This is an optimization exercise on Yosys and OpenROAD, whose aim is small area and a short achievable clock period, not a production implementation.
Only simulation tests tie the RTL to the original design; equivalence was not proved.

==> flow/design.v <==
module md_sched #(
  parameter int MUL_CYCLES = 5,
  parameter int DIV_CYCLES = 10
) (
  input  logic        clk,
  input  logic        reset,
  input  logic [3:0]  md_op,
  input  logic [31:0] md_a,
  input  logic [31:0] md_b,
  input  logic        d_md_use,
  output logic        busy,
  output logic        md_start,
  output logic        md_stall,
  output logic [31:0] md_rd,
  output logic [31:0] hi,
  output logic [31:0] lo
);
  localparam logic [3:0] OP_MULT  = 4'd1;
  localparam logic [3:0] OP_MULTU = 4'd2;
  localparam logic [3:0] OP_DIV   = 4'd3;
  localparam logic [3:0] OP_DIVU  = 4'd4;
  localparam logic [3:0] OP_MTHI  = 4'd5;
  localparam logic [3:0] OP_MTLO  = 4'd6;
  localparam logic [3:0] OP_MFHI  = 4'd7;
  localparam logic [3:0] OP_MFLO  = 4'd8;
  localparam int W  = 35;
  localparam int BLK = 7;
  function automatic logic [W-1:0] add_cla(input logic [W-1:0] x, input logic [W-1:0] y, input logic ci);
    logic c, cb, gb, pb;
    cb = ci;
    for (int b = 0; b < W; b += BLK) begin
      c  = cb;
      gb = 1'b0;
      pb = 1'b1;
      for (int i = b; i < b + BLK && i < W; i++) begin
        add_cla[i] = x[i] ^ y[i] ^ c;
        c  = (x[i] & y[i]) | (c & (x[i] ^ y[i]));
        gb = (x[i] & y[i]) | ((x[i] ^ y[i]) & gb);
        pb = pb & (x[i] ^ y[i]);
      end
      cb = gb | (pb & cb);
    end
  endfunction
  function automatic logic [W-1:0] booth_pp(input logic [32:0] m, input logic x1, input logic x0, input logic xp);
    logic one, two;
    logic [W-1:0] me, m2;
    one = x0 ^ xp;
    two = (x1 & ~x0 & ~xp) | (~x1 & x0 & xp);
    me  = {{(W-33){m[32]}}, m};
    m2  = {me[W-2:0], 1'b0};
    booth_pp = (({W{one}} & me) | ({W{two}} & m2)) ^ {W{x1}};
  endfunction
  logic [3:0]  cnt;
  logic        dv, sg, nq, qb;
  logic [32:0] M;
  logic [33:0] R;
  logic [31:0] Q;
  logic is_mul, is_div, idle;
  assign is_mul = (md_op == OP_MULT) || (md_op == OP_MULTU);
  assign is_div = (md_op == OP_DIV) || (md_op == OP_DIVU);
  assign idle   = (cnt == 4'd0);
  logic last, first_d, step_d, last_d;
  assign last    = (cnt == 4'd1);
  assign first_d = dv & (cnt == 4'd10);
  assign last_d  = dv & last;
  assign step_d  = dv & ~first_d & ~last;
  logic [W-1:0] A [4];
  logic [W-1:0] S [4];
  logic         x1 [4];
  logic         x0 [4];
  logic         xp [4];
  logic         cx [4];
  logic [3:0]   qd;
  logic [31:0]  qx;
  logic         bn;
  assign bn = M[32];
  assign qx = Q ^ {32{first_d ? (sg & Q[31]) : nq}};
  always_comb begin
    for (int k = 0; k < 4; k++) begin
      x1[k] = 1'b0; x0[k] = 1'b0; xp[k] = 1'b0; cx[k] = 1'b0;
    end
    cx[0] = first_d & sg & Q[31];
    cx[1] = last_d & qb;
    cx[2] = last_d & nq;
    if (!dv) begin
      x1[0] = last ? (sg & qb) : Q[1];
      x0[0] = last ? (sg & qb) : Q[0];
      xp[0] = qb;
    end else if (step_d) begin
      x1[0] = ~(R[33] ^ bn);
      xp[0] = 1'b1;
    end else if (last_d) begin
      x1[0] = R[33] & bn;
      xp[0] = R[33];
    end
    if (first_d)      A[0] = {3'b000, qx};
    else if (step_d)  A[0] = {R, Q[31]};
    else              A[0] = {R[33], R};
    S[0]  = add_cla(A[0], booth_pp(M, x1[0], x0[0], xp[0]), x1[0] | cx[0]);
    qd[0] = ~S[0][W-1];
    for (int k = 1; k < 4; k++) begin
      if (!dv && !last) begin
        x1[k] = Q[2*k+1];
        x0[k] = Q[2*k];
        xp[k] = Q[2*k-1];
      end else if (step_d) begin
        x1[k] = ~(S[k-1][W-1] ^ bn);
        xp[k] = 1'b1;
      end
      if (k == 1 && last)          A[k] = S[0] ^ {W{dv & qb}};
      else if (k == 2 && last)     A[k] = {3'b000, qx};
      else if (!dv)                A[k] = {{2{S[k-1][W-1]}}, S[k-1][W-1:2]};
      else                         A[k] = {S[k-1][W-2:0], Q[31-k]};
      S[k]  = add_cla(A[k], booth_pp(M, x1[k], x0[k], xp[k]), x1[k] | cx[k]);
      qd[k] = ~S[k][W-1];
    end
  end
  always_ff @(posedge clk) begin
    if (reset) begin
      cnt <= 4'd0;
    end else if (idle) begin
      if (is_mul)      cnt <= 4'(MUL_CYCLES);
      else if (is_div) cnt <= 4'(DIV_CYCLES);
    end else begin
      cnt <= cnt - 4'd1;
    end
  end
  always_ff @(posedge clk) begin
    if (idle) begin
      dv <= is_div;
      sg <= (md_op == OP_MULT) || (md_op == OP_DIV);
      nq <= ((md_op == OP_DIV) & md_a[31]) ^ ((md_op == OP_DIV) & md_b[31]);
      qb <= (md_op == OP_DIV) & md_a[31];
      M  <= {((md_op == OP_MULT) || (md_op == OP_DIV)) & md_b[31], md_b};
      Q  <= md_a;
    end else if (!dv) begin
      Q  <= {S[3][1:0], S[2][1:0], S[1][1:0], S[0][1:0], Q[31:8]};
      qb <= Q[7];
    end else if (first_d) begin
      Q  <= S[0][31:0];
    end else if (step_d) begin
      Q  <= {Q[27:0], qd[0], qd[1], qd[2], qd[3]};
    end
  end
  always_ff @(posedge clk) begin
    if (idle | first_d) R <= '0;
    else if (dv)        R <= S[3][33:0];
    else                R <= {S[3][W-1], S[3][W-1:2]};
  end
  always_ff @(posedge clk) begin
    if (reset) begin
      hi <= 32'd0;
      lo <= 32'd0;
    end else if (idle) begin
      if (md_op == OP_MTHI) hi <= md_a;
      if (md_op == OP_MTLO) lo <= md_a;
    end else if (last && !(dv && M == 33'd0)) begin
      hi <= S[1][31:0];
      lo <= S[2][31:0];
    end
  end
  always_comb begin
    busy     = !idle;
    md_start = idle && (is_mul || is_div);
    md_stall = (busy || md_start) && d_md_use;
    md_rd    = 32'd0;
    if (md_op == OP_MFHI)      md_rd = hi;
    else if (md_op == OP_MFLO) md_rd = lo;
  end
endmodule
Settings: LEC_CHECK=0, ABC_AREA=1, CAP_MARGIN=20, CORE_MARGIN=2, CORE_UTILIZATION=55, SETUP_SLACK_MARGIN=2, SLEW_MARGIN=20; clock period 80.0 ns.
standard.sh (not shown) runs the stock make flow with config.mk's settings and CLKGATE_MAP_FILE= SYNTH_SCRIPT=/design/flow/synth_recipe.tcl, a recipe that flattens the netlist after the stock synthesis.
==> flow/flow/run.sh <==
#!/bin/bash
# Standard layout, with the tool output kept in a log beside it.
bash standard.sh > standard.log 2>&1
Change:
==> flow/run.sh (new file) <==
#!/bin/bash
# synth_recipe.tcl (not shown) runs the flow's synth.tcl, then flattens the netlist and writes it again
# the make line also repeats each setting of config.mk as NAME=value (left out here)
make -C /OpenROAD-flow-scripts/flow DESIGN_CONFIG=/design/flow/config.mk WORK_HOME=/design/flow/orfs CLKGATE_MAP_FILE= SYNTH_SCRIPT=/design/flow/synth_recipe.tcl finish
removed: flow/flow/run.sh
removed: flow/standard.sh
=>
- first-iteration DRC count is unchanged
- via count stays the same
- worst setup slack does not change
- synthesized cell count does not change
- core utilization is unchanged
- worst hold slack is unchanged
- routed wire length does not change

========
Setup of build 52:
Another version of the RTL of md_sched (not shown whole).
Size: about 170 flip-flops, about 170 I/O pins.
Design md_sched, start of the top module:
module md_sched #(
  parameter int MUL_CYCLES = 5,
  parameter int DIV_CYCLES = 10
) (
  input  logic        clk,
  input  logic        reset,
  input  logic [3:0]  md_op,
  input  logic [31:0] md_a,
  input  logic [31:0] md_b,
  input  logic        d_md_use,
  output logic        busy,
  output logic        md_start,
  output logic        md_stall,
  output logic [31:0] md_rd,
  output logic [31:0] hi,
  output logic [31:0] lo
);
Settings: LEC_CHECK=0, ABC_AREA=1, CAP_MARGIN=20, CORE_MARGIN=2, CORE_UTILIZATION=35, CTS_BUF_LIST=sky130_fd_sc_hd__clkbuf_8, SLEW_MARGIN=20; clock period 80.0 ns.
==> flow/flow/run.sh <==
#!/bin/bash
# The standard layout, except that:
#  - the port buffers are the smallest buffer cell;
#  - timing repair aims at a 33 ns period (80 ns clock less a 47 ns margin), which only the
#    paths from inputs to outputs (fixed 16 ns + 16 ns I/O delays) come near.
export BUFFER_PORTS_ARGS="-buffer_cell sky130_fd_sc_hd__buf_1"
bash standard.sh SETUP_SLACK_MARGIN=47 finish > standard.log 2>&1
Build 52 finished all stages; the layout is clean.
[inputs] build 77 vs build 52
--- a/flow/config.mk
+++ b/flow/config.mk
@@ -10,4 +10,4 @@
 export CORE_MARGIN = 2
 export CORE_UTILIZATION = 35
-export CTS_BUF_LIST = sky130_fd_sc_hd__clkbuf_8
+export CTS_BUF_LIST = sky130_fd_sc_hd__clkbuf_4 sky130_fd_sc_hd__clkbuf_8
 export SLEW_MARGIN = 20
Findings:
Comparing build 77 against build 52, there is no change at all in number of sequential cells in the layout.
Build 77 -> build 52: number of setup violations in the final report delta 0, exact match
Build 52 -> build 77: relative area change from synthesis to final layout delta 0, exact match
Build 77: done, clean on timing, DRC and antenna
Comparing build 77 against build 52, there is no change at all in quantity of hold-fixing buffers added after cts.
Build 77 -> build 52: layout buffer count excluding clock buffers delta 0, exact match
On number of clock sinks seen by CTS, build 52 tracks build 77 almost exactly.
Looking at build 77 and build 52, the final weighted congestion of routability-driven global placement is a wash.
Build 77 and build 52 ended up with nearly the same data required time at the worst endpoint.
As far as fmax goes, build 77 and build 52 are indistinguishable; the numbers are identical.
Build 52 -> build 77: count of H-tree levels built during CTS delta 0, exact match
Input changes introduced in build 32 (baseline for comparison: build 77):
==> flow/flow/run.sh <==
#!/bin/bash
# The standard layout, except that:
#  - the port buffers are the smallest buffer cell;
#  - timing repair aims at a 33.4 ns period (80 ns clock less a 46.6 ns margin), which only the
#    paths from inputs to outputs (fixed 16 ns + 16 ns I/O delays) come near.
export BUFFER_PORTS_ARGS="-buffer_cell sky130_fd_sc_hd__buf_1"
bash standard.sh SETUP_SLACK_MARGIN=46.6 finish > standard.log 2>&1
==> notes.md <==
- Diff build 77 -> build 32: critical path depth increased by 1 relative to the old numbers, share of the clock period used by the worst path after layout picked up an extra 0.31 points.
- Routed via count: build 32 better than build 77
Input changes introduced in build 31 (baseline for comparison: build 32):
==> flow/flow/run.sh <==
#!/bin/bash
# The standard layout, except that:
#  - the port buffers are the smallest buffer cell;
#  - timing repair aims at a 33 ns period (80 ns clock less a 47 ns margin), which only the
#    paths from inputs to outputs (fixed 16 ns + 16 ns I/O delays) come near.
export BUFFER_PORTS_ARGS="-buffer_cell sky130_fd_sc_hd__buf_1"
bash standard.sh SETUP_SLACK_MARGIN=47 finish > standard.log 2>&1
--- a/flow/config.mk
+++ b/flow/config.mk
@@ -10,4 +10,3 @@
 export CORE_MARGIN = 2
 export CORE_UTILIZATION = 35
-export CTS_BUF_LIST = sky130_fd_sc_hd__clkbuf_4 sky130_fd_sc_hd__clkbuf_8
 export SLEW_MARGIN = 20
[summary]
Build 31 vs. build 32: shortest period the worst path allows fell 0.25 ns, multi-input combinational area share saw a decrease, number of buffers inserted by post-CTS setup repair went up by 6, worst max-slew margin expressed relative to the limit saw an increase.

-- what the ideal ports hide --
The results above use ideal ports. As a check the final layouts listed here were re-extracted and re-timed, cells and wires unchanged.
Step 1 assumes that a clkbuf_16 drives the clock port and a buf_2 every other input.
Step 2, shift: input delay + t, output delay - t, t = (earliest + latest rising clock arrival at the registers) / 2. This alone moves slack from input paths to output paths.
a / b / c = no drivers / after step 1 / after step 2; a / b = the first two.
run	t, ns	slack for setup (ns)	worst setup path after step 2	latest minus earliest clock arrival (ns)	worst data-port slew with drivers (ns)
the first run of note 1	0.514	45.458 / 45.432 / 45.432	input to output	0.025 / 0.026	0.06
the second run of note 1	0.514	45.458 / 45.432 / 45.432	input to output	0.025 / 0.026	0.06
build 52	0.621	46.965 / 46.943 / 46.943	input to output	0.029 / 0.030	0.05
build 77	0.621	46.965 / 46.943 / 46.943	input to output	0.029 / 0.030	0.05
build 32	0.625	46.720 / 46.683 / 46.683	input to output	0.036 / 0.035	0.05
build 31	0.551	46.969 / 46.946 / 46.946	input to output	0.019 / 0.020	0.05
After both steps setup and hold are still met in every run listed. For build 32, which loses most, drivers alone change the setup slack by -0.037 ns; drivers and shift together by -0.037 ns.
